What follows belongs to an exercise in optimizing a design on an open flow for small area, a short achievable clock period and few clock cycles per item; a production flow would make more cautious choices.
RTL that was checked went through simulation tests only; none was proved equivalent to the original.
For runs 3 to 7, only the layout was checked, not whether the RTL still works.
No activity file was given, so power comes from the tool's default toggle rates.

<file path="design/flow/run.sh">
#!/bin/bash
# synth_recipe.tcl (not shown) runs the flow's synth.tcl, then flattens the netlist and writes it again
# the make line also repeats each setting of config.mk as NAME=value (left out here)
make -C /OpenROAD-flow-scripts/flow DESIGN_CONFIG=/design/flow/config.mk WORK_HOME=/design/flow/orfs CLKGATE_MAP_FILE= SYNTH_SCRIPT=/design/flow/synth_recipe.tcl finish
</file>
<file path="design/flow/config.mk">
export PLATFORM = sky130hd
export DESIGN_NAME = sorted_unique_list_engine
export DESIGN_NICKNAME = sorted_unique_list_engine
export VERILOG_FILES = /design/flow/design.v
export SDC_FILE = /design/flow/constraint.sdc
export NUM_CORES = 4
export LEC_CHECK = 0
export ABC_AREA = 1
export CAP_MARGIN = 20
export CORE_MARGIN = 2
export CORE_UTILIZATION = 50
export SETUP_SLACK_MARGIN = 5.0
export SLEW_MARGIN = 20
</file>
<file path="design/flow/constraint.sdc">
create_clock -name core_clock -period 8.0 [get_ports {clk}]
set_input_delay 1.6000 -clock core_clock [delete_from_list [all_inputs] [get_ports {clk}]]
set_output_delay 1.6000 -clock core_clock [all_outputs]
set_load 0.01 [all_outputs]
</file>
<file path="design/flow/design.v">
`timescale 1ns / 1ps
`default_nettype none
package sule_pkg;
  localparam int DATA_W           = 32;
  localparam int REQ_W            = 2;
  localparam int STAT_W           = 2;
  localparam int OUT_W            = 6;
  localparam int DEFAULT_CAPACITY = 32;
  localparam logic [REQ_W-1:0] REQ_INSERT = 2'd0;
  localparam logic [REQ_W-1:0] REQ_REMOVE = 2'd1;
  localparam logic [REQ_W-1:0] REQ_SEARCH = 2'd2;
  localparam logic [STAT_W-1:0] ST_DONE    = 2'd0;
  localparam logic [STAT_W-1:0] ST_PRESENT = 2'd1;
  localparam logic [STAT_W-1:0] ST_ABSENT  = 2'd2;
  localparam logic [STAT_W-1:0] ST_FULL    = 2'd3;
endpackage
`default_nettype wire
`timescale 1ns / 1ps
`default_nettype none
module sule_ctrl #(
  parameter int CAPACITY = sule_pkg::DEFAULT_CAPACITY
) (
  input  wire logic                               clk,
  input  wire logic                               rst,
  input  wire logic                               req_valid,
  output logic                                    req_stall,
  input  wire logic [sule_pkg::REQ_W-1:0]         req_type,
  input  wire logic signed [sule_pkg::DATA_W-1:0] value,
  output logic                                    rsp_valid,
  input  wire logic                               rsp_stall,
  output logic [sule_pkg::STAT_W-1:0]             status,
  output logic [sule_pkg::OUT_W-1:0]              position,
  output logic [sule_pkg::OUT_W-1:0]              count,
  output logic signed [sule_pkg::DATA_W-1:0]      val,
  output logic                                    ins,
  output logic                                    rem,
  input  wire logic [CAPACITY-1:0]                lt,
  input  wire logic                               hit,
  input  wire logic                               full
);
  localparam int CW    = $clog2(CAPACITY + 1);
  localparam int NG    = CAPACITY / 8;    
  localparam int DEPTH = 5;               
  localparam int RW    = sule_pkg::STAT_W + 2 * sule_pkg::OUT_W;
  logic                       s0_v;
  logic [sule_pkg::REQ_W-1:0] s0_type;
  logic                       accept;
  assign accept = req_valid & ~req_stall;
  always_ff @(posedge clk) begin
    val     <= value;
    s0_type <= req_type;
    if (rst) begin
      s0_v <= 1'b0;
    end else begin
      s0_v <= accept;
    end
  end
  assign ins = s0_v & (s0_type == sule_pkg::REQ_INSERT);
  assign rem = s0_v & (s0_type == sule_pkg::REQ_REMOVE);
  logic                s1_v;
  logic                s1_ins, s1_rem;
  logic                s1_hit, s1_full;
  logic [CAPACITY-1:0] s1_lt;
  always_ff @(posedge clk) begin
    s1_ins  <= (s0_type == sule_pkg::REQ_INSERT);
    s1_rem  <= (s0_type == sule_pkg::REQ_REMOVE);
    s1_hit  <= hit;
    s1_full <= full;
    s1_lt   <= lt;
    if (rst) begin
      s1_v <= 1'b0;
    end else begin
      s1_v <= s0_v;
    end
  end
  logic [CW-1:0]               n_ent;    
  logic [CW-1:0]               n_next;
  logic                        ins_ok, rem_ok;
  logic [sule_pkg::STAT_W-1:0] st2;
  logic [3:0]                  pc2 [NG];
  assign ins_ok = s1_v & s1_ins & ~s1_hit & ~s1_full;
  assign rem_ok = s1_v & s1_rem & s1_hit;
  always_comb begin
    if (s1_ins) begin
      st2 = s1_hit  ? sule_pkg::ST_PRESENT :
            s1_full ? sule_pkg::ST_FULL    : sule_pkg::ST_DONE;
    end else begin
      st2 = s1_hit ? sule_pkg::ST_DONE : sule_pkg::ST_ABSENT;
    end
    n_next = n_ent;
    if (ins_ok) begin
      n_next = n_ent + CW'(1);
    end else if (rem_ok) begin
      n_next = n_ent - CW'(1);
    end
    for (int g = 0; g < NG; g++) begin
      pc2[g] = (4'(s1_lt[8*g])   + 4'(s1_lt[8*g+1]) + 4'(s1_lt[8*g+2])) +
               (4'(s1_lt[8*g+3]) + 4'(s1_lt[8*g+4]) + 4'(s1_lt[8*g+5])) +
               (4'(s1_lt[8*g+6]) + 4'(s1_lt[8*g+7]));
    end
  end
  always_ff @(posedge clk) begin
    if (rst) begin
      n_ent <= '0;
    end else begin
      n_ent <= n_next;
    end
  end
  logic                        s2_v;
  logic [sule_pkg::STAT_W-1:0] s2_st;
  logic [sule_pkg::OUT_W-1:0]  s2_cnt;
  logic [3:0]                  s2_pc [NG];
  always_ff @(posedge clk) begin
    s2_st  <= st2;
    s2_cnt <= sule_pkg::OUT_W'(n_next);
    for (int g = 0; g < NG; g++) begin
      s2_pc[g] <= pc2[g];
    end
    if (rst) begin
      s2_v <= 1'b0;
    end else begin
      s2_v <= s1_v;
    end
  end
  logic [5:0] pos3;
  always_comb begin
    pos3 = '0;
    for (int g = 0; g < NG; g++) begin
      pos3 = pos3 + 6'(s2_pc[g]);
    end
  end
  logic [RW-1:0]    q_d [DEPTH];
  logic [DEPTH-1:0] q_v;
  logic [RW-1:0]    push_d;
  logic             pop;
  logic [RW-1:0]    src_d [DEPTH];
  logic [DEPTH-1:0] src_v;
  logic [DEPTH-1:0] put;
  assign push_d = {s2_st, pos3, s2_cnt};
  assign pop    = q_v[0] & ~rsp_stall;
  always_comb begin
    for (int j = 0; j < DEPTH; j++) begin
      if (pop) begin
        src_v[j] = (j + 1 < DEPTH) ? q_v[(j+1)%DEPTH] : 1'b0;
        src_d[j] = q_d[(j+1)%DEPTH];
      end else begin
        src_v[j] = q_v[j];
        src_d[j] = q_d[j];
      end
    end
    for (int j = 0; j < DEPTH; j++) begin
      put[j] = s2_v & ~src_v[j] & ((j == 0) ? 1'b1 : src_v[(j+DEPTH-1)%DEPTH]);
    end
  end
  always_ff @(posedge clk) begin
    for (int j = 0; j < DEPTH; j++) begin
      q_d[j] <= put[j] ? push_d : src_d[j];
    end
    if (rst) begin
      q_v <= '0;
    end else begin
      q_v <= src_v | put;
    end
  end
  assign rsp_valid = q_v[0];
  assign {status, position, count} = q_d[0];
  logic [2:0] inwork;
  logic [2:0] inwork_next;
  always_comb begin
    inwork_next = inwork + 3'(accept) - 3'(pop);
  end
  always_ff @(posedge clk) begin
    if (rst) begin
      inwork    <= '0;
      req_stall <= 1'b0;
    end else begin
      inwork    <= inwork_next;
      req_stall <= (inwork_next >= 3'(DEPTH));
    end
  end
endmodule
`default_nettype wire
`timescale 1ns / 1ps
`default_nettype none
module sule_dp #(
  parameter int CAPACITY = sule_pkg::DEFAULT_CAPACITY
) (
  input  wire logic                               clk,
  input  wire logic                               rst,
  input  wire logic signed [sule_pkg::DATA_W-1:0] val,    
  input  wire logic                               ins,    
  input  wire logic                               rem,    
  output logic [CAPACITY-1:0]                     lt,     
  output logic                                    hit,    
  output logic                                    full    
);
  localparam int AW = $clog2(CAPACITY);
  logic signed [sule_pkg::DATA_W-1:0] ent [CAPACITY];
  logic [CAPACITY-1:0]                vld;
  logic [CAPACITY-1:0]                vld_eff;
  logic [CAPACITY-1:0]                eq;
  logic [CAPACITY-1:0]                all_below;
  logic [CAPACITY-1:0]                free1;
  logic [AW-1:0]                      free_idx;
  logic [AW-1:0]                      spec_idx;   
  logic                               spec_bad;   
  always_comb begin
    for (int i = 0; i < CAPACITY; i++) begin
      vld_eff[i] = vld[i] & ~(spec_bad & (spec_idx == AW'(i)));
    end
    full = &vld_eff;
  end
  always_comb begin
    for (int i = 0; i < CAPACITY; i++) begin
      eq[i] = vld_eff[i] & (ent[i] == val);
      lt[i] = vld_eff[i] & (ent[i] < val);
    end
    hit = |eq;
  end
  always_comb begin
    all_below[0] = 1'b1;
    for (int i = 1; i < CAPACITY; i++) begin
      all_below[i] = all_below[i-1] & vld_eff[i-1];
    end
    free1 = ~vld_eff & all_below;
    free_idx = '0;
    for (int i = 0; i < CAPACITY; i++) begin
      free_idx = free_idx | ({AW{free1[i]}} & AW'(i));
    end
  end
  always_ff @(posedge clk) begin
    for (int i = 0; i < CAPACITY; i++) begin
      if (free1[i]) begin
        ent[i] <= val;
      end
    end
  end
  always_ff @(posedge clk) begin
    spec_idx <= free_idx;
    if (rst) begin
      vld      <= '0;
      spec_bad <= 1'b0;
    end else begin
      vld      <= (vld_eff & ~({CAPACITY{rem}} & eq)) | ({CAPACITY{ins}} & free1);
      spec_bad <= ins & hit & ~full;
    end
  end
endmodule
`default_nettype wire
`timescale 1ns / 1ps
`default_nettype none
module sorted_unique_list_engine #(
  parameter int CAPACITY = sule_pkg::DEFAULT_CAPACITY
) (
  input  wire logic                               clk,
  input  wire logic                               rst,
  input  wire logic                               req_valid,
  output logic                                    req_stall,
  input  wire logic [sule_pkg::REQ_W-1:0]         req_type,
  input  wire logic signed [sule_pkg::DATA_W-1:0] value,
  output logic                                    rsp_valid,
  input  wire logic                               rsp_stall,
  output logic [sule_pkg::STAT_W-1:0]             status,
  output logic [sule_pkg::OUT_W-1:0]              position,
  output logic [sule_pkg::OUT_W-1:0]              count
);
  logic signed [sule_pkg::DATA_W-1:0] val;
  logic                               ins, rem;
  logic [CAPACITY-1:0]                lt;
  logic                               hit;
  logic                               full;
  sule_ctrl #(
    .CAPACITY (CAPACITY)
  ) u_ctrl (
    .clk       (clk),
    .rst       (rst),
    .req_valid (req_valid),
    .req_stall (req_stall),
    .req_type  (req_type),
    .value     (value),
    .rsp_valid (rsp_valid),
    .rsp_stall (rsp_stall),
    .status    (status),
    .position  (position),
    .count     (count),
    .val       (val),
    .ins       (ins),
    .rem       (rem),
    .lt        (lt),
    .hit       (hit),
    .full      (full)
  );
  sule_dp #(
    .CAPACITY (CAPACITY)
  ) u_dp (
    .clk (clk),
    .rst (rst),
    .val (val),
    .ins (ins),
    .rem (rem),
    .lt  (lt),
    .hit (hit),
    .full (full)
  );
endmodule
`default_nettype wire
</file>
==> results of run 1 <==
[cells by family after synthesis]
| kind of cell | count (synthesis) |
|---|---|
| adders and majority gates | 1075 |
| and+or+nand+nor | 1554 |
| AOI/OAI and AO/OA | 995 |
| DFF | 1244 |
| buffers and inverters | 410 |
| xor gates and xnor gates | 21 |
[worst max-delay path, delay by kind of cell]
kind | cells | cell delay, ns
AO/OA/AOI/OAI | 2 | 0.56
buffers and inverters | 3 | 1.42
[stage by stage]
stage                     std cells  hold WS (ns)  worst slack (ns)
after floorplan                5299         0.413              4.74
after global placement         7065         0.433              3.61
after detailed placement       7066         0.440              3.59
after CTS                      7365         0.449              4.70
after global routing           7385         0.451              4.92
final                          7386         0.447              5.00
[sequential cells by signal, indices dropped and copies added (netlist names), 2 cells and up]
register	flops
u_ctrl.n_ent	6
u_ctrl.s1_lt	32
u_dp.ent	1024
u_ctrl.s2_cnt	6
u_ctrl.s2_pc	16
u_ctrl.val	32
u_ctrl.q_d	70
u_ctrl.s0_type	2
u_ctrl.s2_st	2
u_ctrl.inwork	3
u_dp.vld	32
u_ctrl.q_v	5
u_dp.spec_idx	5
[final cells by class]
type                            instances  area [µm²]
Sequential cell                      1244       35900
Antenna cell                            1        2.50
Fill cell                           10200       52600
Clock buffer                          208        4130
Multi-Input combinational cell       3650       26500
Inverter                              388        1590
Timing Repair Buffer                  189        2250
Tap cell                             1650        2060
Clock inverter                         56         473
[how the worst max path moves through the flow]
stage	from	end	slack (ns)	cells past startpoint
CTS	rsp_stall	u_ctrl.q_d[4][10]	4.70	9
global placement	u_ctrl.val[19]	u_dp.spec_bad	3.61	15
finish	rst	u_dp.vld[16]	5.00	5
global route	rsp_stall	u_ctrl.q_d[3][7]	4.92	8
floorplan	rsp_stall	u_ctrl.q_d[3][0]	4.74	8
detailed placement	u_ctrl.val[30]	u_dp.spec_bad	3.59	16
[layer usage]
metal	routed length, µm	up-vias
met1	79000	21000
met4	8190	2
met3	11300	308
met5	13	-
met2	84800	1397
li1	-	20100
[repair_timing]
item                       4_1_cts  5_1_grt
resized for setup              257      131
cloned                           3        8
pin swaps                        9       18
setup buffers                   32       12
setup endpoints to repair      940      597
hold buffers                     0        0
[power by group through the flow]
stage | clock network [mW] | logic (mW) | registers, mW
CTS | 6.56 | 1.04 | 7.13
finish | 6.45 | 1.06 | 7.13
floorplan | 0 | 0.544 | 7.29
detailed placement | 0 | 0.975 | 7.29
global placement | 0 | 0.953 | 7.29
global route | 6.80 | 1.18 | 7.13
[cell usage in the layout, fill, tap and decap left out, types with 21 or more instances in the layout]
master,instances
clkbuf_1,46
clkdlybuf4s50_1,37
nand2_1,814
clkinv_1,24
edfxtp_1,1094
ha_1,1051
inv_2,25
o211ai_1,49
buf_4,54
a21oi_1,533
nor2_1,333
dfxtp_2,28
nand4_1,100
nor2_4,27
nor2_2,37
o21ai_1,22
nand2_2,21
buf_12,25
o21ai_0,257
nor3_1,30
clkbuf_16,159
inv_1,328
o21bai_1,25
fa_1,22
buf_6,24
dfxtp_1,114
nand3_1,128
==> run summary, run 1 <==
status=timing/DRC/antenna clean; Yosys Warn Count=7; port bufs=53; post-synthesis sequential area ratio=a little under three fifths; hold path endpoint=u_ctrl.s2_cnt[5]; Cell Chain, Critical Path=clkdlybuf4s50_1 -> buf_4 -> inv_1 -> o211ai_1 -> o31ai_1; Lkg Pwr=29.6 nW; Max Transition Viols Final=0; count leader, synth=edfxtp_1; r2r endpoint=u_ctrl.s1_lt[1]; met3 Use GR=under 10%; Reg clk slew, reported paths=0.06 ns; routed via count=42,800; clock power share=44.1%; die area=~130,000 µm²; initial antenna violation count=9; Sw Ratio=between 20% and 30%; Area Growth Syn to Fin=15.2%; Max Clock Freq=roughly 330 MHz; TritonRoute pass-1 iters=8; Reg2Reg Setup Slack=between 5 and 6 ns; Pint=~11 mW; largest net degree at the start of global routing=41; Most used DFF post-synth=edfxtp_1; hold path start=u_ctrl.n_ent[5]; post-route ant nets=0; Final Hold Viols=0; number of global-route vias before repair=approximately 41,000; Slew HR=around 27%; Synth top cells by count=edfxtp_1, ha_1, nand2_1; final total negative setup slack=0 ns; CTS buffer count=142; slowest cell on the critical path=inv_1; cells after synthesis=roughly 5,300; grt met1 use=~37%; CTS H-tree depth=4; first-pass GRT wire length=265,000 µm; layout cells sized above 1=between 10% and 20%; GP Congestion=0.968; Tot GR Track Use=about 28%; GR peak layer=met2; initial detailed-routing violation count=between 3,000 and 4,000; adder-cell share of the synthesized area=21.5%; final setup fails=0; total power draw=about 15 mW; DP HPWL=~120,000 µm; Cell variety after synth=53; post-synthesis simple-gate area fraction=a little over a tenth; area leader, netlist=edfxtp_1; met2 usage=a little under half; CTS sink cnt=between 1,000 and 1,500; Yosys top cell area share=between 50 and 60%; Nets=6,728; Rows=130; peak fanout along the critical path=26; CP required=around 8.6 ns; area post-placement=around 67,000 µm²; Final Instance Area=around 73,000 µm²; Crit path arrival time=around 3.6 ns; Reg power frac=about half; top post-synthesis cells by area=edfxtp_1, ha_1, nand2_1, dfxtp_1, a21oi_1; RSZ-0062 raised after global routing=true; Synth Area in XOR/XNOR=less than 1%; reg2reg start=u_ctrl.val[15]; largest stage delay on the critical path=approximately 0.59 ns; VDD IR max=just over 0.0002 V; Mapped Avg Cell Area=11.9 µm²; worst hold path class=flip-flop to flip-flop; FFs w/ async S/R, synth=0%; combinational family with the most area after synthesis=adder cells; drt wl/cell=24.8 µm; core region area=approximately 130,000 µm²; logic gate share of total power=around 7%; Mapped Nets=6,412; switching power=approximately 3.4 mW; CP Class=input port to flip-flop; flops & latches, synth=about 1,200; Hold Crit Depth=1; Compound-Gate Fraction of Synth Area=8.58%; PwrDens=201 nW/µm²; total grt overflow=0; die height=360 µm; min Tclk post-route=roughly 3 ns; WL final=roughly 180,000 µm; final period utilization=between 30% and 40%; CTS tree=built; DRC viols=0; Post-synth EDFFs=between 1,000 and 1,500; Worst Skew=between 0.02 and 0.03 ns; die width=360 µm; startpoint types=input port; Vias/cell=approximately 5.8; multiplexer share of the synthesized area=0%; clock tree buffer depth=3; clk latency of the worst-skew pair=0.77 ns; synthesized area=around 63,000 µm²; cell depth of the worst flop-to-flop path=11; Starting Density=50.4%; Slew @ Worst Pin=~1.1 ns; clk root buf=clkbuf_16; CP Capture Type=flip-flop; final core occ=a little under 60%; IO Pins=54; Max Cap Viol=0
Testbench counts, summed over its fixed seeds: cycles 4,032, items 4,000.
==> run 2: changes to the inputs <==
--- a/design/flow/config.mk
+++ b/design/flow/config.mk
@@ -7,6 +7,6 @@
 export LEC_CHECK = 0
-export ABC_AREA = 1
+export ABC_CLOCK_PERIOD_IN_PS = 2800
 export CAP_MARGIN = 20
 export CORE_MARGIN = 2
-export CORE_UTILIZATION = 50
+export CORE_UTILIZATION = 40
 export SETUP_SLACK_MARGIN = 5.0
==> run 2 against run 1 <==
  * Still clean
  * Critical path depth rose by 6
  * Fmax fell by 8.1%
  * Register-to-register slack got worse by 0.32 ns
  * First-iteration DRC count rose by 7.6%
  * Non-clock buffer count rose by 146
  * Clock skew rose by 0.0053 ns
  * Critical endpoint is now u_dp.spec_bad
  * Largest power group unchanged
==> run summary, run 2 <==
CP Class=flip-flop to flip-flop; Slew HR=between 20% and 30%; count leader, synth=edfxtp_1; final period utilization=40.7%; Placed Cells=6,801; initial antenna violation count=15; commonest cells after routing, fill and taps aside=edfxtp_1, ha_1, a21oi_1; worst hold path class=flip-flop to flip-flop; Cell variety after synth=84; smallest hold slack=approximately 0.45 ns; slowest cell on the critical path=or4_4; Cell Chain, Critical Path=clkinvlp_4 -> buf_12 -> ha_4 -> nand2_1 -> or3_4 -> or4_4 -> or4_4 -> o221ai_2 -> nor4_2 -> nand4_1 -> o311a_1; grt met1 use=between 30% and 40%; Reg clk slew, reported paths=about 0.06 ns; final core occ=roughly half; Final Instance Area=about 76,000 µm²; Largest Register=u_dp.ent; clock tree buffer depth=3; Max Cap Viol=0; total power draw=14.9 mW; Yosys Warn Count=7; hold path endpoint=u_ctrl.s2_cnt[5]; die height=around 400 µm; die width=401 µm; number of global-route vias before repair=about 42,000; Max Clock Freq=307 MHz; max reg flops=approximately 1,000; Starting Density=around 40%; cells after synthesis=4,631; Lkg Pwr=between 20 and 30 nW; Yosys top cell area share=between 50 and 60%; DRC viols=0; WL final=about 210,000 µm; clk root buf=clkbuf_16; Reg2Reg Setup Slack=approximately 4.7 ns; post-route ant nets=0; GP Congestion=0.970; Ant. Diodes=0; top post-synthesis cells by area=edfxtp_1, ha_1, dfxtp_1, a21oi_1, a21o_1; met3 Use GR=about 3.9%; Nets=between 6,000 and 7,000; die area=161,000 µm²; status=timing/DRC/antenna clean; flops & latches, synth=approximately 1,200; Slew @ Worst Pin=1.16 ns; pre-CTS WS=around 3.2 ns; final total negative setup slack=0 ns; CTS tree=built; Rows=~150; core region area=156,000 µm²; largest net degree at the start of global routing=52; CTS sink cnt=1,244; Vias/cell=between 5 and 6; total grt overflow=0; area post-placement=approximately 67,000 µm²; post-route insts no fill=roughly 7,300; Worst Skew=0.0340 ns; biggest regs=u_dp.ent x1024, u_ctrl.q_d x70; post-synthesis sequential area ratio=a little under three fifths; synthesized area=~63,000 µm²; cell depth of the worst flop-to-flop path=11; Crit path arrival time=about 4.0 ns; IO Pins=54; Area Growth Syn to Fin=20.1%; routed via count=~43,000; startpoint types=flip-flop; Hold Crit Depth=1; met2 usage=about 40%; Synth top cells by count=edfxtp_1, ha_1, a21oi_1; drt wl/cell=around 29 µm; r2r endpoint=u_dp.spec_bad; final setup fails=0; PwrDens=197 nW/µm²; peak fanout along the critical path=13; fillers=about 13,000; Most Frequent Cell on Critical Path=or4_4; clk latency of the worst-skew pair=a little under 0.8 ns; Most used DFF post-synth=edfxtp_1; worst setup margin=4.74 ns; CP Capture Type=flip-flop; reg2reg start=u_ctrl.val[31]; area leader, netlist=edfxtp_1; family with the most delay on the worst path=simple AND/OR/NAND/NOR gates; Max Transition Viols Final=0; layout cells sized above 1=around 17%; Mapped Nets=between 5,000 and 6,000; RSZ-0062 raised after global routing=true; largest stage delay on the critical path=slightly below 0.6 ns; hold path start=u_ctrl.n_ent[5]; DP HPWL=roughly 130,000 µm; port bufs=53; CTS H-tree depth=4; initial detailed-routing violation count=4,265; CTS buffer count=140; CP bufs+invs=2; GR peak layer=met2; Tot GR Track Use=about a quarter; Final Hold Viols=0; first-pass GRT wire length=around 300,000 µm; Mapped Avg Cell Area=13.6 µm²; CP required=approximately 8.7 ns; TritonRoute pass-1 iters=7; VDD IR max=0.000237 V; min Tclk post-route=around 3.3 ns; commonest non-fill, non-tap cell in the layout=edfxtp_1; Post-CTS Hold Fix Bufs=0; Post-synth EDFFs=roughly 1,100; FFs w/ async S/R, synth=0%
==> run 2: how the worst max path moves through the flow <==
stage                    from               end  depth (start not counted)
6_report       u_ctrl.val[31]     u_dp.spec_bad                         11
5_1_grt        u_ctrl.val[26]     u_dp.spec_bad                         11
4_1_cts        u_ctrl.val[19]     u_dp.spec_bad                         12
3_5_place_dp   u_ctrl.val[10]  u_ctrl.s1_lt[22]                          9
3_3_place_gp   u_ctrl.val[10]     u_dp.spec_bad                         10
2_1_floorplan  u_ctrl.val[31]     u_dp.spec_bad                         10
==> run 2: metal layers <==
metal	share of wire, %	vias to the layer above
met5	0.0062	-
li1	-	19200
met4	6.1	2
met2	45	1793
met1	41	21500
met3	7.4	426
==> run 2: area by class of cell <==
class | count | area (µm²) | share of cell area, %
sequential | 1244 | 36000 | 47.6
timing repair buffer | 335 | 3850 | 5.10
tap | 2058 | 2570 | 3.41
inverter | 135 | 622 | 0.823
clock inverter | 59 | 651 | 0.861
clock buffer | 196 | 3950 | 5.22
multi-input combinational | 3223 | 28000 | 37.0
timing repair inverter | 1 | 7.51 | 0.00993
==> run 2: cell families after synthesis <==
group	Yosys count	share of synthesized area (%)
muxes	73	1.30
buffers and inverters	170	1.05
and+or+nand+nor	1044	8.81
AOI/OAI and AO/OA	1005	9.95
adders and majority gates	1075	21.6
DFF	1244	57.0
xor gates and xnor gates	20	0.278
==> run 2: where the power goes <==
group,switching (mW),internal (mW),total [mW]
sequential,0.0404,7.09,7.14
combinational,0.783,0.450,1.23
clock,2.73,3.76,6.49
total,3.56,11.3,14.9
==> run 2: timing repair <==
item,4_1_cts,5_1_grt
setup endpoints to repair,861,297
setup buffers,145,31
pin swaps,51,54
cloned,14,5
gates resized for setup,304,141
==> run 3: changes to the inputs <==
--- a/design/flow/design.v
+++ b/design/flow/design.v
@@ -204,7 +204,8 @@
   logic [AW-1:0]                      free_idx;
-  logic [AW-1:0]                      spec_idx;   
-  logic                               spec_bad;   
+  logic [AW-1:0]                      hit_idx;
+  logic [AW-1:0]                      kill_idx;   
+  logic                               kill;       
   always_comb begin
     for (int i = 0; i < CAPACITY; i++) begin
-      vld_eff[i] = vld[i] & ~(spec_bad & (spec_idx == AW'(i)));
+      vld_eff[i] = vld[i] & ~(kill & (kill_idx == AW'(i)));
     end
@@ -218,2 +219,6 @@
     hit = |eq;
+    hit_idx = '0;
+    for (int i = 0; i < CAPACITY; i++) begin
+      hit_idx = hit_idx | ({AW{eq[i]}} & AW'(i));
+    end
   end
@@ -238,9 +243,9 @@
   always_ff @(posedge clk) begin
-    spec_idx <= free_idx;
+    kill_idx <= ins ? free_idx : hit_idx;
     if (rst) begin
-      vld      <= '0;
-      spec_bad <= 1'b0;
+      vld  <= '0;
+      kill <= 1'b0;
     end else begin
-      vld      <= (vld_eff & ~({CAPACITY{rem}} & eq)) | ({CAPACITY{ins}} & free1);
-      spec_bad <= ins & hit & ~full;
+      vld  <= vld_eff | ({CAPACITY{ins}} & free1);
+      kill <= hit & ((ins & ~full) | rem);
     end
--- a/design/flow/config.mk
+++ b/design/flow/config.mk
@@ -7,6 +7,6 @@
 export LEC_CHECK = 0
-export ABC_CLOCK_PERIOD_IN_PS = 2800
+export ABC_AREA = 1
 export CAP_MARGIN = 20
 export CORE_MARGIN = 2
-export CORE_UTILIZATION = 40
+export CORE_UTILIZATION = 50
 export SETUP_SLACK_MARGIN = 5.0
==> run 3 against run 2 <==
  * Still clean on timing, DRC and antenna
  * Register-to-register slack better by 0.25 ns
  * Utilization up 11 points
  * Sequential cell count unchanged
  * Die area down 20%
  * Final area down 1.2%
  * Count of clock-buffer cells in the layout down 4
  * Area after synthesis down 0.20%
  * Clock skew up 0.0070 ns
  * Clock power down 4.2%
  * Critical path type unchanged
  * Critical endpoint is now u_dp.ent[31][9]
==> run summary, run 3 <==
status=timing/DRC/antenna clean; CTS buffer count=between 100 and 150; Reg clk slew, reported paths=0.06 ns; Max Clock Freq=332 MHz; Sw Ratio=between 20% and 30%; min Tclk post-route=~3.0 ns; Cell Chain, Critical Path=inv_1 -> nor2_4 -> inv_2 -> o21ai_2 -> nor2_4 -> nand2_2 -> nor2_4 -> nand4_1 -> nor2_4 -> nand3_1 -> nor2_4 -> buf_4 -> clkbuf_16; CTS tree=built; initial antenna violation count=9; die width=approximately 360 µm; clk root buf=clkbuf_16; FFs w/ async S/R, synth=0%; DP HPWL=115,000 µm; switching power=~3.4 mW; die area=about 130,000 µm²; post-route insts no fill=around 7,300; commonest non-fill, non-tap cell in the layout=edfxtp_1; Final Hold Viols=0; final period utilization=37.7%; Largest Register=u_dp.ent; fillers=~9,900; routed via count=approximately 43,000; grt met1 use=slightly below 40%; Mapped Avg Cell Area=between 10 and 15 µm²; max reg flops=just over 1,000; worst setup margin=between 4 and 5 ns; Max Cap Viol=0; clock tree buffer depth=3; TritonRoute pass-1 iters=5; total power draw=between 10 and 15 mW; GR peak layer=met2; pre-CTS WS=3.61 ns; total grt overflow=0; Hold Crit Depth=1; Vias/cell=5.86; synthesized area=around 63,000 µm²; slowest cell on the critical path=dfxtp_1; Ant. Diodes=0; VDD IR max=between 0.0002 and 0.00025 V; Most used DFF post-synth=edfxtp_1; WL final=a little under 200,000 µm; Post-synth EDFFs=1,094; Rows=130; Slew HR=between 30% and 40%; port bufs=53; Worst Skew=approximately 0.041 ns; Crit. Startpoint=u_dp.kill; area leader, netlist=edfxtp_1; Most Frequent Cell on Critical Path=nor2_4; Sequential cell area=35,900 µm²; clk latency of the worst-skew pair=0.80 ns; number of global-route vias before repair=~42,000; CTS H-tree depth=4; met3 Use GR=under 10%; CP Capture Type=flip-flop; cells after synthesis=approximately 5,100; Lkg Pwr=30.6 nW; cell depth of the worst flop-to-flop path=13; reg2reg start=u_dp.kill; largest net degree at the start of global routing=52; r2r endpoint=u_dp.ent[31][9]; final setup fails=0; IO Pins=54; met2 usage=between 40% and 50%; count leader, synth=edfxtp_1; crit path capture=u_dp.ent[31][9]; CP Class=flip-flop to flip-flop; worst hold path class=flip-flop to flip-flop; biggest regs=u_dp.ent x1024, u_ctrl.q_d x70; CTS sink cnt=around 1,200; Placed Cells=around 7,000; largest stage delay on the critical path=~0.34 ns; top post-synthesis cells by area=edfxtp_1, ha_1, dfxtp_1, nand2_1, a21oi_1; Reg2Reg Setup Slack=4.99 ns; post-route ant nets=0; peak fanout along the critical path=16; drt wl/cell=about 27 µm; Synth top cells by count=edfxtp_1, ha_1, nand2_1; Tot GR Track Use=29.4%; Pint=about 11 mW; GP Congestion=0.965; layout cells sized above 1=roughly 14%; CP required=around 8.5 ns; Area Growth Syn to Fin=19.0%; RSZ-0062 raised after global routing=true; initial detailed-routing violation count=just over 4,000; Slew @ Worst Pin=0.930 ns; final total negative setup slack=0 ns; Yosys Warn Count=7; clock power share=between 40% and 50%; commonest cells after routing, fill and taps aside=edfxtp_1, ha_1, nand2_1; Reg power frac=49.1%; die height=between 300 and 400 µm; area of the multi-input gates=approximately 27,000 µm²; startpoint types=flip-flop; Max Transition Viols Final=0; first-pass GRT wire length=roughly 270,000 µm; Cell variety after synth=55; post-synthesis sequential area ratio=between 50% and 60%; Starting Density=between 50% and 60%; core region area=about 130,000 µm²; PwrDens=195 nW/µm²; Nets=between 6,000 and 7,000; DRC viols=0; Crit path arrival time=3.49 ns; Mapped Nets=6,255; flops & latches, synth=1,244; Yosys top cell area share=a little over half; logic gate share of total power=just over 8%
-- run 3: changes by cell type after synthesis, moves of 49 or more --
| cell | change |
|---|---|
| nor3_1 | -49 |
| a21oi_1 | +250 |
| inv_1 | +256 |
| nand2_1 | +563 |
| nand4_1 | -85 |
| nand3_1 | +86 |
| a21o_1 | -171 |
| nor2b_1 | -97 |
| mux2_2 | -69 |
-- run 3: how the worst min path moves through the flow --
stage / start / to / slack [ns]
global placement: u_ctrl.s1_v / u_ctrl.s2_v / 0.43
detailed placement: u_ctrl.s1_v / u_ctrl.s2_v / 0.44
floorplan: u_ctrl.s0_type[0] / u_ctrl.s1_ins / 0.40
CTS: u_ctrl.s1_v / u_ctrl.s2_v / 0.46
finish: u_ctrl.n_ent[5] / u_ctrl.s2_cnt[5] / 0.45
global route: u_ctrl.n_ent[5] / u_ctrl.s2_cnt[5] / 0.47
-- run 3: power groups by stage --
stage	clock network (mW)	logic (mW)	registers, mW
CTS	6.30	1.12	7.13
global route	6.56	1.31	7.14
detailed placement	0	0.999	7.27
floorplan	0	0.546	7.30
global placement	0	0.974	7.27
finish	6.22	1.19	7.14
-- run 3: logic make-up after synthesis --
logic type / count (synthesis) / share of synthesized area (%)
buffers and inverters: 431 / 2.59
DFF: 1244 / 57.1
and+or+nand+nor: 1396 / 9.91
xor gates and xnor gates: 26 / 0.363
AOI/OAI and AO/OA: 970 / 8.37
adders and majority gates: 1075 / 21.7
-- run 3: repair_timing --
item,CTS,global route
endpoints found under the hold margin,0,0
resized for setup,370,191
hold buffers,0,0
gates cloned,15,22
pin swaps,36,65
endpoints found under the setup margin,1055,573
buffers inserted,61,50
-- run 3: area by class of cell --
class                           count  area share (%)
Timing Repair Buffer              296            5.11
Timing Repair inverter              1         0.00670
Tap cell                         1650            2.76
Inverter                          409            2.21
Multi-Input combinational cell   3471            36.0
Sequential cell                  1244            48.1
Clock buffer                      192            5.27
Clock inverter                     57           0.574
-- run 3: through the flow --
stage | area, µm² | utilization [%] | hold slack (ns)
after global placement | 66300 | 53.0 | 0.434
after global routing | 74700 | 59.7 | 0.467
after detailed placement | 66400 | 53.0 | 0.442
after CTS | 73000 | 58.3 | 0.455
after floorplan | 63000 | - | 0.399
final | 74700 | 59.7 | 0.454
-- run 3: metal layers --
metal	up-vias	routed length, µm
met1	21200	83100
li1	20000	-
met5	-	0
met4	0	8020
met3	281	13000
met2	1477	90600
-- run 3: critical path, delay by kind of cell (launching register included) --
kind | cells | cell delay (ns)
compound gates | 1 | 0.12
simple gates | 8 | 1.58
flops | 1 | 0.34
buf+inv | 4 | 0.64
==> run 4: changes to the inputs <==
--- a/design/flow/design.v
+++ b/design/flow/design.v
@@ -155,3 +155,3 @@
   always_ff @(posedge clk) begin
-    for (int j = 0; j < DEPTH; j++) begin
+    for (int j = 1; j < DEPTH; j++) begin
       q_d[j] <= put[j] ? push_d : src_d[j];
@@ -159,5 +159,7 @@
     if (rst) begin
-      q_v <= '0;
+      q_d[0] <= '0;
+      q_v    <= '0;
     end else begin
-      q_v <= src_v | put;
+      q_d[0] <= put[0] ? push_d : src_d[0];
+      q_v    <= src_v | put;
     end
@@ -166,14 +168,14 @@
   assign {status, position, count} = q_d[0];
-  logic [2:0] inwork;
-  logic [2:0] inwork_next;
-  always_comb begin
-    inwork_next = inwork + 3'(accept) - 3'(pop);
-  end
+  logic [DEPTH-1:0] inwork;
+  logic             up, down;
+  assign up        = accept & ~pop;
+  assign down      = pop & ~accept;
+  assign req_stall = inwork[DEPTH-1];
   always_ff @(posedge clk) begin
     if (rst) begin
-      inwork    <= '0;
-      req_stall <= 1'b0;
-    end else begin
-      inwork    <= inwork_next;
-      req_stall <= (inwork_next >= 3'(DEPTH));
+      inwork <= '0;
+    end else if (up) begin
+      inwork <= {inwork[DEPTH-2:0], 1'b1};
+    end else if (down) begin
+      inwork <= {1'b0, inwork[DEPTH-1:1]};
     end
--- a/design/flow/config.mk
+++ b/design/flow/config.mk
@@ -10,3 +10,3 @@
 export CORE_MARGIN = 2
-export CORE_UTILIZATION = 50
+export CORE_UTILIZATION = 60
 export SETUP_SLACK_MARGIN = 5.0
==> run 4 against run 3 <==
  * Still clean
  * Non-clock buffer count up 5
  * Sequential share of layout area up 0.57 points
  * Via count up 2.2%
  * Count of clock-buffer cells in the layout down 2
==> run summary, run 4 <==
first-pass GRT wire length=around 270,000 µm; Tot GR Track Use=34.4%; DRC viols=0; CTS buffer count=between 100 and 150; Area Growth Syn to Fin=17.0%; CP Capture Type=flip-flop; commonest cells after routing, fill and taps aside=edfxtp_1, ha_1, nand2_1; final period utilization=a little under two fifths; drt wl/cell=27.0 µm; largest net degree at the start of global routing=63; WL final=roughly 190,000 µm; post-synthesis sequential area ratio=56.7%; initial antenna violation count=11; Mapped Avg Cell Area=between 10 and 15 µm²; Slew HR=26.7%; initial detailed-routing violation count=around 4,600; final total negative setup slack=0 ns; Yosys top cell area share=~52%; IO Pins=54; total grt overflow=0; Largest Register=u_dp.ent; core region area=between 100,000 and 150,000 µm²; synthesized area=63,000 µm²; Final Hold Viols=0; DP HPWL=113,000 µm; Synth top cells by count=edfxtp_1, ha_1, nand2_1; FFs w/ async S/R, synth=0%; top post-synthesis cells by area=edfxtp_1, ha_1, dfxtp_1, a21oi_1, nand2_1; CP Class=flip-flop to flip-flop; CTS sink cnt=1,245; GP Congestion=roughly 1; min Tclk post-route=3.07 ns; layout cells sized above 1=13.0%; Reg clk slew, reported paths=about 0.060 ns; Rows=between 100 and 150; Cell variety after synth=66; Vias/cell=approximately 6.2; Most used DFF post-synth=edfxtp_1; Lkg Pwr=between 30 and 40 nW; area leader, netlist=edfxtp_1; Post-synth EDFFs=between 1,000 and 1,500; Reg2Reg Setup Slack=between 4 and 5 ns; CTS H-tree depth=4; biggest regs=u_dp.ent x1024, u_ctrl.q_d x70; routed via count=around 44,000; max reg flops=around 1,000; count leader, synth=edfxtp_1; status=timing/DRC/antenna clean; worst hold path class=flip-flop to flip-flop; port bufs=53; peak fanout along the critical path=18; Mapped Nets=about 6,200; startpoint types=flip-flop; VDD IR max=about 0.00021 V; Starting Density=between 60% and 70%; Yosys Warn Count=7; TritonRoute pass-1 iters=5; Nets=about 6,700; RSZ-0062 raised after global routing=true; Crit path arrival time=~3.7 ns; Placed Cells=roughly 6,600; number of global-route vias before repair=roughly 42,000; CTS tree=built; Max Transition Viols Final=0; Max Clock Freq=326 MHz; final setup fails=0; post-route insts no fill=7,035; die width=328 µm; Ant. Diodes=0; clock tree buffer depth=3; Worst Skew=between 0.02 and 0.025 ns; die height=around 330 µm; cells after synthesis=about 5,100; clk latency of the worst-skew pair=0.75 ns; clk root buf=clkbuf_16; Slew @ Worst Pin=1.10 ns; CP required=a little under 9 ns; die area=between 100,000 and 150,000 µm²; flops & latches, synth=roughly 1,200; PwrDens=approximately 190 nW/µm²; commonest non-fill, non-tap cell in the layout=edfxtp_1; post-route ant nets=0; Max Cap Viol=0
-- run 4: changes by cell type in the layout (fill, tap and decap cells not counted), moves of 14 or more --
| cell | before | now |
|---|---|---|
| clkinv_2 | 25 | 7 |
| buf_4 | 129 | 146 |
| a21oi_1 | 545 | 531 |
| clkbuf_16 | 168 | 154 |
| buf_2 | 15 | 1 |
| nand2_1 | 720 | 674 |
| nor3_1 | 13 | 33 |
| o21ai_0 | 247 | 232 |
| edfxtp_1 | 1094 | 1080 |
| a31oi_1 | 13 | 38 |
| nand3_1 | 138 | 158 |
-- run 4: layer usage --
layer / share of wire, % / GRT usage (%)
met5: 0 / 0
met4: 4.7 / 14.3
met3: 8.3 / 5.04
met2: 46 / 54.7
met1: 41 / 47.6
-- run 4: area by class of cell --
cell class / instances / area, µm²
clock inverter: 45 / 251
multi-input combinational: 3469 / 26700
clock buffer: 190 / 3780
tap: 1380 / 1730
sequential: 1245 / 35800
fill: 7189 / 30100
inverter: 403 / 1630
timing repair buffer: 301 / 3730
timing repair inverter: 2 / 15.0
-- run 4: power breakdown --
group          internal, mW  switching (mW)  total [mW]
registers              7.08          0.0327        7.11
logic                 0.394           0.745        1.14
clock network          3.34            2.51        5.85
total                  10.8            3.29        14.1
-- run 4: timing repair --
| action | CTS | global route |
|---|---|---|
| gates resized for setup | 300 | 122 |
| cloned | 19 | 16 |
| hold buffers | 0 | 0 |
| setup endpoints to repair | 815 | 589 |
| setup buffers | 78 | 52 |
| pin swaps | 38 | 28 |
-- run 4: final timing paths --
| check | start | to | cells after the start |
|---|---|---|---|
| worst max-delay path | u_ctrl.val[22] | u_dp.kill | 16 |
| worst min-delay path | u_ctrl.s1_v | u_ctrl.s2_v | 2 |
| worst max register to register | u_ctrl.val[22] | u_dp.kill | 16 |
| worst min register to register | u_ctrl.s1_v | u_ctrl.s2_v | 2 |
-- run 4: worst max-delay path: stages (launching register included) --
cell	delay, ns
dfxtp_4	0.39
clkinvlp_4	0.12
buf_4	0.18
buf_4	0.25
ha_1	0.36
nand2_1	0.06
inv_1	0.08
nand3_1	0.10
nor4_2	0.40
nand3_1	0.15
nand2_1	0.26
nor2_1	0.08
nand4_1	0.13
nor2_1	0.07
nand3_1	0.09
nand2_1	0.07
a21oi_2	0.15
-- run 4: logic make-up after synthesis --
kind of cell               share of synthesized area, %
xor gates and xnor gates                          0.320
AOI/OAI and AO/OA                                  8.80
and+or+nand+nor                                    9.97
DFF                                                56.7
adders and majority gates                          21.6
buffers and inverters                              2.59
-- run 4: through the flow --
step	power (mW)	setup slack (ns)	util, %	cell area (µm²)	hold WS, ns
after floorplan	7.79	4.75	-	63100	0.399
after global placement	8.17	3.14	63.6	66000	0.443
after detailed placement	8.20	3.09	63.7	66100	0.436
after CTS	14.1	4.81	69.8	72500	0.454
after global routing	14.5	4.80	71.0	73700	0.469
final	14.1	4.93	71.0	73700	0.449
==> run 5: changes to the inputs <==
--- a/design/flow/design.v
+++ b/design/flow/design.v
@@ -239,3 +239,3 @@
     for (int i = 0; i < CAPACITY; i++) begin
-      if (free1[i]) begin
+      if (!vld_eff[i]) begin
         ent[i] <= val;
==> run 5 against run 4 <==
  * Sequential power rose by 4.8%
  * Power rose by 7.1%
  * Sequential cell count did not move
  * Combinational power rose by 41%
  * Clock power rose by 3%
  * Synthesized cell count rose by 1.1%
  * Worst hold slack improved by 0.011 ns
  * Still clean
  * Routed wire length fell by 7.3%
  * Non-clock buffer count fell by 102
  * Register-to-register slack barely moved
  * Setup slack improved by 0.014 ns
  * Final area fell by 1.8%
==> run summary, run 5 <==
Slew HR=a little under two fifths; fillers=7,349; DP HPWL=107,000 µm; Most Frequent Cell on Critical Path=nor2_1; Yosys Warn Count=7; Cell Chain, Critical Path=buf_12 -> inv_2 -> buf_8 -> ha_1 -> nand2_1 -> nor2_1 -> nand4_1 -> nor3_4 -> nand2_2 -> nand3_1 -> nor2_1 -> nand2_1 -> nor2_1 -> nand3b_1 -> nand2_1 -> nor2_1; area leader, netlist=edfxtp_1; number of global-route vias before repair=slightly above 40,000; largest stage delay on the critical path=0.36 ns; Area Growth Syn to Fin=15.0%; DRC viols=0; first-pass GRT wire length=256,000 µm; startpoint types=flip-flop; post-route insts no fill=~7,000; biggest regs=u_dp.ent x1024, u_ctrl.q_d x70; worst hold path class=flip-flop to flip-flop; status=timing/DRC/antenna clean; RSZ-0062 raised after global routing=true; Reg2Reg Setup Slack=4.95 ns; die width=328 µm; PwrDens=around 210 nW/µm²; Max Clock Freq=~330 MHz; worst setup margin=slightly below 5 ns; FFs w/ async S/R, synth=0%; core region area=between 100,000 and 150,000 µm²; WL final=approximately 180,000 µm; total grt overflow=0; port bufs=between 50 and 60; reg2reg start=u_ctrl.val[5]; initial detailed-routing violation count=between 4,000 and 5,000; peak fanout along the critical path=33; GP Congestion=0.923; hold path start=u_ctrl.s0_v; Crit. Startpoint=u_ctrl.val[5]; Nets=about 6,600; min Tclk post-route=3.05 ns; VDD IR max=between 0.0002 and 0.00025 V; count leader, synth=edfxtp_1; top post-synthesis cells by area=edfxtp_1, ha_1, dfxtp_1, nand2_1, a21oi_1; Most used DFF post-synth=edfxtp_1; Crit path arrival time=3.72 ns; Final Instance Area=72,300 µm²; Lkg Pwr=around 31 nW; slowest cell on the critical path=ha_1; Sequential cell area=approximately 36,000 µm²; area of the multi-input gates=26,700 µm²; r2r endpoint=u_dp.kill; Largest Register=u_dp.ent; clock tree buffer depth=3; largest net degree at the start of global routing=48; final total negative setup slack=0 ns; routed via count=approximately 43,000; cell depth of the worst flop-to-flop path=16; Slew @ Worst Pin=roughly 0.94 ns; Post-CTS Hold Fix Bufs=0; synthesized area=approximately 63,000 µm²; clk root buf=clkbuf_16; flops & latches, synth=roughly 1,200; final setup fails=0; TritonRoute pass-1 iters=6; die area=107,000 µm²; Vias/cell=just over 6; area post-placement=around 66,000 µm²; Worst Skew=0.0228 ns; CP Class=flip-flop to flip-flop; Max Cap Viol=0; Synth top cells by count=edfxtp_1, ha_1, nand2_1; Cell variety after synth=54; CP Capture Type=flip-flop; commonest non-fill, non-tap cell in the layout=edfxtp_1; Reg clk slew, reported paths=around 0.06 ns; Mapped Avg Cell Area=approximately 12 µm²; Rows=118; initial antenna violation count=5; Placed Cells=roughly 6,700; Max Transition Viols Final=0; drt wl/cell=approximately 25 µm; cells after synthesis=slightly above 5,000; CTS sink cnt=around 1,200; final core occ=about 70%; Starting Density=60.6%; die height=around 330 µm; commonest cells after routing, fill and taps aside=edfxtp_1, ha_1, nand2_1; final period utilization=between 30% and 40%; pre-CTS WS=around 3.7 ns; max reg flops=approximately 1,000; CTS buffer count=between 100 and 150; CP required=approximately 8.7 ns; Post-synth EDFFs=1,080; IO Pins=54; Final Hold Viols=0; smallest hold slack=between 0.4 and 0.5 ns; CTS tree=built; Tot GR Track Use=between 30% and 40%; clk latency of the worst-skew pair=roughly 0.74 ns; total power draw=between 15 and 20 mW; CTS H-tree depth=4; post-route ant nets=0; Yosys top cell area share=between 50% and 60%; layout cells sized above 1=approximately 11%; crit path capture=u_dp.kill; post-synthesis sequential area ratio=between 50 and 60%; Mapped Nets=approximately 6,300
run 5: cell types whose count changed in the layout (fill, tap and decap cells not counted), sizes merged, moves of 8 or more:
cell	previous run	this run
buf	224	136
bufbuf	11	3
clkinv	40	31
inv	396	386
nand2	694	748
nand3	171	204
nand4	127	109
nor2	247	293
nor3	53	44
o211ai	17	29
o21ai	273	265
o21bai	20	32
o221ai	12	2
run 5: layer usage:
metal  part of all wire [%]  vias to the layer above  global-route usage, %
met3                    7.8                      334                   4.59
met4                    4.2                        0                   13.8
met2                     45                     1683                   51.0
met1                     42                    20700                   45.4
li1                       -                    19900                      -
met5                      0                        -                      0
run 5: how the worst min path moves through the flow:
stage	endpoint	depth (start not counted)	slack, ns
final	u_ctrl.s1_v	2	0.46
after global routing	u_ctrl.s0_v	1	0.48
after CTS	u_ctrl.s1_rem	1	0.46
after detailed placement	u_ctrl.s1_rem	1	0.44
after global placement	u_ctrl.s1_rem	1	0.44
after floorplan	u_ctrl.s1_rem	1	0.41
run 5: kinds of logic (layout without fill, tap and decap cells):
group | after synthesis | after routing | synth area share [%]
buffers and inverters | 416 | 825 | 2.50
AO/OA/AOI/OAI | 981 | 982 | 8.59
adder cells (fa/ha/maj) | 1073 | 1073 | 21.6
flip-flops | 1245 | 1245 | 56.8
other | 0 | 1 | 0
XOR/XNOR | 17 | 17 | 0.237
AND/OR/NAND/NOR | 1461 | 1461 | 10.3
run 5: where the power goes:
group | switching [mW] | internal (mW)
sequential | 0.111 | 7.34
clock | 2.51 | 3.53
combinational | 1.02 | 0.585
run 5: layout make-up:
| class | count | area share (%) |
|---|---|---|
| Antenna cell | 1 | 0.00346 |
| Clock buffer | 197 | 5.35 |
| Clock inverter | 40 | 0.469 |
| Inverter | 386 | 2.10 |
| Multi-Input combinational cell | 3533 | 36.9 |
| Sequential cell | 1245 | 49.5 |
| Tap cell | 1380 | 2.39 |
| Timing Repair Buffer | 199 | 3.26 |
| Timing Repair inverter | 3 | 0.0311 |
run 5: worst max-delay path, delay by kind of cell (launching register included):
| family | cells | cell delay (ns) |
|---|---|---|
| AND/OR/NAND/NOR | 12 | 1.57 |
| buffers and inverters | 3 | 0.65 |
| flip-flops | 1 | 0.34 |
| adder cells (fa/ha/maj) | 1 | 0.36 |
run 5: repair_timing:
item / in CTS / in global routing
gates cloned: 6 / 8
endpoints found under the setup margin: 172 / 125
pin swaps: 22 / 30
resized for setup: 269 / 129
setup buffers: 19 / 31
==> run 6: changes to the inputs <==
--- a/design/flow/config.mk
+++ b/design/flow/config.mk
@@ -11,2 +11,4 @@
 export CORE_UTILIZATION = 60
+export CTS_CLUSTER_DIAMETER = 100
+export CTS_CLUSTER_SIZE = 30
 export SETUP_SLACK_MARGIN = 5.0
==> run 6 against run 5 <==
  * Clock skew grew 0.025 ns
  * Final area shrank 3.3%
  * Worst hold slack gained 0.0060 ns
  * Setup slack lost 0.0096 ns
  * Register-to-register slack is essentially flat
  * Largest cell class unchanged
  * Global-route usage shrank 0.62 points
  * Synthesized cell count is the same
  * Area after synthesis is the same
  * Clock power shrank 45%
  * Sequential power is essentially flat
  * Routed wire length shrank 0.41%
  * Utilization shrank 2.3 points
==> run summary, run 6 <==
min Tclk post-route=approximately 3.1 ns; Largest Register=u_dp.ent; initial antenna violation count=11; top post-synthesis cells by area=edfxtp_1, ha_1, dfxtp_1, nand2_1, a21oi_1; count leader, synth=edfxtp_1; TritonRoute pass-1 iters=5; clk root buf=clkbuf_16; Synth top cells by count=edfxtp_1, ha_1, nand2_1; area post-placement=approximately 66,000 µm²; final setup fails=0; r2r endpoint=u_dp.kill; die area=about 110,000 µm²; worst hold path class=flip-flop to flip-flop; Reg2Reg Setup Slack=roughly 4.9 ns; Yosys Warn Count=7; commonest cells after routing, fill and taps aside=edfxtp_1, ha_1, nand2_1; Mapped Nets=6,304; Worst Skew=between 0.04 and 0.05 ns; final core occ=between 60 and 70%; Reg clk slew, reported paths=0.12 ns; hold path endpoint=u_ctrl.s1_rem; core region area=104,000 µm²; Post-synth EDFFs=approximately 1,100; Crit path arrival time=3.72 ns; CP Class=flip-flop to flip-flop; Yosys top cell area share=51.5%; flops & latches, synth=between 1,000 and 1,500; Cell variety after synth=54; fillers=7,572; CTS H-tree depth=2; WL final=175,000 µm; port bufs=between 50 and 60; total grt overflow=0; CP required=8.66 ns; Max Clock Freq=roughly 330 MHz; CTS buffer count=49; max reg flops=1,024; initial detailed-routing violation count=~4,400; Rows=approximately 120; Hold Crit Depth=1; Max Cap Viol=0; commonest non-fill, non-tap cell in the layout=edfxtp_1; area leader, netlist=edfxtp_1; first-pass GRT wire length=~250,000 µm; peak fanout along the critical path=27; clk latency of the worst-skew pair=0.72 ns; DP HPWL=approximately 110,000 µm; routed via count=between 40,000 and 50,000; final total negative setup slack=0 ns; Max Transition Viols Final=0; IO Pins=54; drt wl/cell=25.6 µm; largest net degree at the start of global routing=between 40 and 50; post-route ant nets=0; clock tree buffer depth=3; Lkg Pwr=29.8 nW; Slew HR=approximately 28%; layout cells sized above 1=a little under a tenth; Nets=~6,500; DRC viols=0; Final Hold Viols=0; reg2reg start=u_ctrl.val[5]; number of global-route vias before repair=around 40,000; FFs w/ async S/R, synth=0%; final period utilization=about two fifths; CTS sink cnt=roughly 1,200; Starting Density=between 60% and 70%; biggest regs=u_dp.ent x1024, u_ctrl.q_d x70; Tot GR Track Use=approximately a third; die height=between 300 and 400 µm; Area Growth Syn to Fin=11.1%; status=timing/DRC/antenna clean; hold path start=u_ctrl.s0_type[1]; VDD IR max=about 0.00025 V; GP Congestion=between 0.9 and 1; die width=approximately 330 µm; Vias/cell=6.12; Most used DFF post-synth=edfxtp_1; PwrDens=177 nW/µm²; Slew @ Worst Pin=roughly 1.1 ns; post-synthesis sequential area ratio=~57%; RSZ-0062 raised after global routing=true; CP Capture Type=flip-flop; cell depth of the worst flop-to-flop path=16; cells after synthesis=around 5,200; CTS tree=built; Final Instance Area=69,900 µm²; synthesized area=roughly 63,000 µm²; Mapped Avg Cell Area=~12 µm²; startpoint types=flip-flop
==> run 6: cell counts after synthesis <==
Identical to the previous run, type by type.
==> run 6: cells by family after synthesis <==
logic type / Yosys count / share of synthesized area [%]
compound gates: 981 / 8.59
xor+xnor: 17 / 0.237
fa+ha+maj: 1073 / 21.6
buf+inv: 416 / 2.50
flops: 1245 / 56.8
simple gates: 1461 / 10.3
==> run 6: final cells by class <==
class                           instances  area, µm²  share of cell area (%)
Antenna cell                            2       5.00                 0.00716
Clock buffer                           82       1400                    2.01
Clock inverter                          9        125                   0.179
Inverter                              386       1520                    2.17
Multi-Input combinational cell       3533      26700                    38.2
Sequential cell                      1245      35800                    51.2
Tap cell                             1380       1730                    2.47
Timing Repair Buffer                  216       2570                    3.67
Timing Repair inverter                  3       22.5                  0.0322
==> run 6: power breakdown <==
group | leakage (nW) | total [mW] | switching (mW) | internal [mW]
Combinational | 16.4 | 1.62 | 1.02 | 0.592
Sequential | 12.7 | 7.43 | 0.109 | 7.33
Clock | 0.727 | 3.32 | 2.05 | 1.28
Total | 29.8 | 12.4 | 3.18 | 9.19
==> run 6: worst max path at each step <==
| stage | cells after the start | slack, ns | end | start |
|---|---|---|---|---|
| floorplan | 8 | 4.97 | u_ctrl.q_d[3][0] | rsp_stall |
| global placement | 14 | 3.41 | u_dp.kill | u_ctrl.val[28] |
| detailed placement | 14 | 3.68 | u_dp.kill | u_ctrl.val[28] |
| CTS | 16 | 4.86 | u_dp.kill | u_ctrl.val[19] |
| global route | 16 | 4.89 | u_dp.kill | u_ctrl.val[13] |
| finish | 16 | 4.94 | u_dp.kill | u_ctrl.val[5] |
==> run 6: critical path: stages (launching register included) <==
cell and delay, ns:
dfxtp_4 0.42, buf_12 0.19, inv_2 0.13, buf_8 0.24
ha_1 0.36, nand2_1 0.05, nor2_1 0.13, nand4_1 0.26
nor3_4 0.34, nand2_2 0.18, nand3_1 0.11, nor2_1 0.08
nand2_1 0.16, nor2_1 0.06, nand3b_1 0.10, nand2_1 0.05
nor2_1 0.11
==> run 6: metrics by stage <==
stage	hold WS, ns	std cells	total power, mW	setup slack, ns
global route	0.486	6854	12.8	4.89
detailed placement	0.438	6682	9.07	3.68
global placement	0.442	6682	9.00	3.41
floorplan	0.412	5193	8.51	4.97
CTS	0.464	6807	12.4	4.86
finish	0.465	6856	12.4	4.94
==> run 6: timing repair <==
| action | 4_1_cts | 5_1_grt |
|---|---|---|
| hold buffers | 0 | 0 |
| resized for setup | 255 | 156 |
| pin swaps | 20 | 32 |
| cloned | 6 | 11 |
| setup endpoints to repair | 175 | 132 |
| setup buffers | 28 | 36 |
==> run 6: metal layers <==
| layer | share of wire (%) | GRT usage, % |
|---|---|---|
| met3 | 7.1 | 3.16 |
| met4 | 4.5 | 12.8 |
| met1 | 43 | 45.2 |
| met5 | 0 | 0 |
| met2 | 46 | 50.7 |
==> run 7: changes to the inputs <==
--- a/design/flow/config.mk
+++ b/design/flow/config.mk
@@ -10,5 +10,4 @@
 export CORE_MARGIN = 2
-export CORE_UTILIZATION = 60
-export CTS_CLUSTER_DIAMETER = 100
-export CTS_CLUSTER_SIZE = 30
+export CORE_UTILIZATION = 70
+export CTS_BUF_LIST = sky130_fd_sc_hd__clkbuf_4 sky130_fd_sc_hd__clkbuf_8
 export SETUP_SLACK_MARGIN = 5.0
==> run 7 against run 6 <==
  * Still clean
  * Area after synthesis stayed put
  * Die area is 14% lower
  * Sequential cell count is the same
==> run summary, run 7 <==
status=timing/DRC/antenna clean; DP HPWL=around 110,000 µm; reg2reg start=u_ctrl.val[27]; Largest Register=u_dp.ent; area of the multi-input gates=between 20,000 and 30,000 µm²; Compound-Gate Fraction of Synth Area=8.59%; initial antenna violation count=9; RSZ-0062 raised after global routing=true; Slew HR=a little over a quarter; CTS H-tree depth=4; Area Growth Syn to Fin=14.1%; Max Transition Viols Final=0; hold path start=u_ctrl.val[0]; startpoint types=flip-flop; CTS buffer count=198; Max Cap Viol=0; final core occ=80.9%; post-synthesis sequential area ratio=56.8%; Nets=between 6,000 and 7,000; Yosys Warn Count=7; Worst Skew=around 0.036 ns; max reg flops=1,024; PwrDens=approximately 200 nW/µm²; Slew @ Worst Pin=roughly 1.1 ns; total grt overflow=0; CP required=between 8 and 9 ns; CP Class=flip-flop to flip-flop; min Tclk post-route=approximately 3.2 ns; Yosys top cell area share=between 50% and 60%; Starting Density=70.9%; Crit path arrival time=4.00 ns; DRC viols=0; CTS tree=built; Vias/cell=~6.4; clock tree buffer depth=3; WL final=176,000 µm; top post-synthesis cells by area=edfxtp_1, ha_1, dfxtp_1, nand2_1, a21oi_1; Sequential cell area=approximately 36,000 µm²; Final Hold Viols=0; final setup fails=0; final period utilization=around 40%; flops & latches, synth=1,245; Tot GR Track Use=37.4%; number of global-route vias before repair=43,800; GP Congestion=approximately 0.95; core region area=between 80,000 and 90,000 µm²; peak fanout along the critical path=32; multiplexer share of the synthesized area=0%; area leader, netlist=edfxtp_1; Mapped Nets=6,304; post-route insts no fill=6,920; die area=92,300 µm²; drt wl/cell=roughly 25 µm; Placed Cells=6,463; commonest cells after routing, fill and taps aside=edfxtp_1, ha_1, nand2_1; routed via count=approximately 44,000; cells after synthesis=5,193; FFs w/ async S/R, synth=0%; die width=about 300 µm; post-route ant nets=0; r2r endpoint=u_dp.kill; biggest regs=u_dp.ent x1024, u_ctrl.q_d x70; final total negative setup slack=0 ns; Rows=109; largest net degree at the start of global routing=64; synthesized area=between 60,000 and 70,000 µm²; Synth Area in XOR/XNOR=less than 1%; port bufs=53; combinational family with the most area after synthesis=adder cells; post-synthesis simple-gate area fraction=between 10 and 15%; Max Clock Freq=~310 MHz; Crit. Startpoint=u_ctrl.val[27]; CTS sink cnt=about 1,200; crit path capture=u_dp.kill; IO Pins=54; die height=~300 µm; TritonRoute pass-1 iters=6; clk root buf=clkbuf_8; initial detailed-routing violation count=a little over 5,000; VDD IR max=0.000192 V; Cell variety after synth=54; layout cells sized above 1=about 14%; worst hold path class=flip-flop to flip-flop; Post-CTS Hold Fix Bufs=0; Synth top cells by count=edfxtp_1, ha_1, nand2_1; fillers=~5,200; Post-synth EDFFs=between 1,000 and 1,500; Reg2Reg Setup Slack=approximately 4.8 ns; Mapped Avg Cell Area=~12 µm²; CP Capture Type=flip-flop; Reg clk slew, reported paths=about 0.060 ns; count leader, synth=edfxtp_1; first-pass GRT wire length=between 200,000 and 300,000 µm; clk latency of the worst-skew pair=roughly 0.9 ns; adder-cell share of the synthesized area=a little over a fifth; cell depth of the worst flop-to-flop path=15; Most used DFF post-synth=edfxtp_1; commonest non-fill, non-tap cell in the layout=edfxtp_1; Lkg Pwr=~31 nW
## run 7: cell count changes in the layout (fill, tap and decap cells not counted), moves of 14 or more
cell | previous run | this run
buf_4 | 84 | 105
clkbuf_1 | 30 | 0
clkbuf_16 | 61 | 6
clkbuf_4 | 0 | 89
clkbuf_8 | 2 | 229
clkinv_1 | 1 | 31
clkinv_2 | 0 | 14
## run 7: where the power goes
group          switching, mW  total, mW  internal, mW  leakage (nW)
registers              0.115       7.45          7.34          12.7
clock network           2.54       5.58          3.04          2.18
logic                   1.04       1.62         0.586          16.2
## run 7: through the flow
step | total power [mW] | setup slack [ns] | cell area [µm²] | hold WS [ns]
floorplan | 8.51 | 4.97 | 63000 | 0.412
global placement | 8.97 | 3.33 | 65700 | 0.432
detailed placement | 9.06 | 3.23 | 65700 | 0.438
CTS | 14.6 | 4.88 | 71100 | 0.450
global route | 15.1 | 4.78 | 71800 | 0.455
finish | 14.7 | 4.82 | 71800 | 0.454
## run 7: worst min path at each step
| stage | endpoint | cells past startpoint |
|---|---|---|
| floorplan | u_ctrl.s1_rem | 1 |
| global placement | u_dp.ent[18][0] | 0 |
| detailed placement | u_dp.ent[18][0] | 0 |
| CTS | u_dp.ent[18][0] | 0 |
| global route | u_dp.ent[18][0] | 0 |
| finish | u_dp.ent[18][0] | 0 |
## run 7: what timing repair did
item,4_1_cts,5_1_grt
buffers inserted,44,31
endpoints found under the setup margin,198,162
pin swaps,24,25
gates cloned,5,6
gates resized for setup,292,95
## run 7: critical path: stages (launching register included)
cell,delay (ns)
dfxtp_4,0.36
inv_2,0.05
buf_4,0.59
ha_1,0.29
nand2_1,0.12
nor2_1,0.16
nand4_1,0.26
nor3_4,0.39
nand2_1,0.12
nor2_2,0.28
a21oi_1,0.07
nand3b_1,0.10
nor2_1,0.05
nand3b_1,0.10
nand2_1,0.06
nor2_1,0.10
## run 7: cells by family (layout without fill, tap and decap cells)
| logic type | after synthesis | count (layout) |
|---|---|---|
| AOI/OAI and AO/OA | 981 | 983 |
| and+or+nand+nor | 1461 | 1462 |
| adders and majority gates | 1073 | 1073 |
| DFF | 1245 | 1245 |
| other | 0 | 4 |
| buffers and inverters | 416 | 971 |
| xor gates and xnor gates | 17 | 17 |
## run 7: layout make-up
class,count,area share (%)
multi-input cells,3535,37.0
diodes,4,0.0139
clock inverters,50,0.375
repair buffers,216,3.19
repair inverters,2,0.0174
flip-flops and latches,1245,49.9
inverters,386,2.16
clock buffers,317,5.30
well taps,1165,2.03
## run 7: routing by layer
| metal | vias to the layer above | track usage [%] | share of wire (%) |
|---|---|---|---|
| met5 | - | 0 | 0.0080 |
| met4 | 2 | 19.1 | 5.5 |
| met3 | 486 | 6.64 | 11 |
| met2 | 2404 | 58.8 | 45 |
| met1 | 21300 | 50.6 | 38 |
| li1 | 20100 | - | - |

-- what the ideal ports hide --
How much do the figures lean on ideal ports? The routed layouts below were timed once more, with nothing changed but the port constraints.
Step 1 assumes that a clkbuf_16 drives the clock port and a buf_2 every other input.
Step 2 times the ports against the registers' clock, not the clock port: input delays grow and output delays shrink by t, the midpoint of the rising clock arrivals with the driver on.
Slacks: ideal ports / drivers / drivers and shift; pairs: ideal ports / drivers.
run | t (ns) | setup WS [ns] | worst setup path after step 2 | worst register clock-pin slew, ns | cell pins on the clock port's net
run 1 | 0.840 | 5.005 / 4.948 / 4.220 | input to register | 0.06 / 0.06 | 1
run 2 | 0.863 | 4.740 / 4.740 / 4.360 | input to register | 0.07 / 0.07 | 1
run 3 | 0.853 | 4.987 / 4.955 / 4.291 | input to register | 0.06 / 0.06 | 1
run 4 | 0.820 | 4.932 / 4.932 / 4.273 | input to register | 0.06 / 0.06 | 1
run 5 | 0.811 | 4.945 / 4.945 / 4.507 | input to register | 0.06 / 0.06 | 1
run 6 | 0.780 | 4.936 / 4.936 / 4.299 | input to register | 0.12 / 0.12 | 1
run 7 | 0.952 | 4.823 / 4.823 / 4.332 | input to register | 0.07 / 0.07 | 1
After both steps every run listed still meets setup and hold. The setup slack of run 1, which loses most, moves by -0.057 ns with the drivers and by -0.785 ns with both steps.
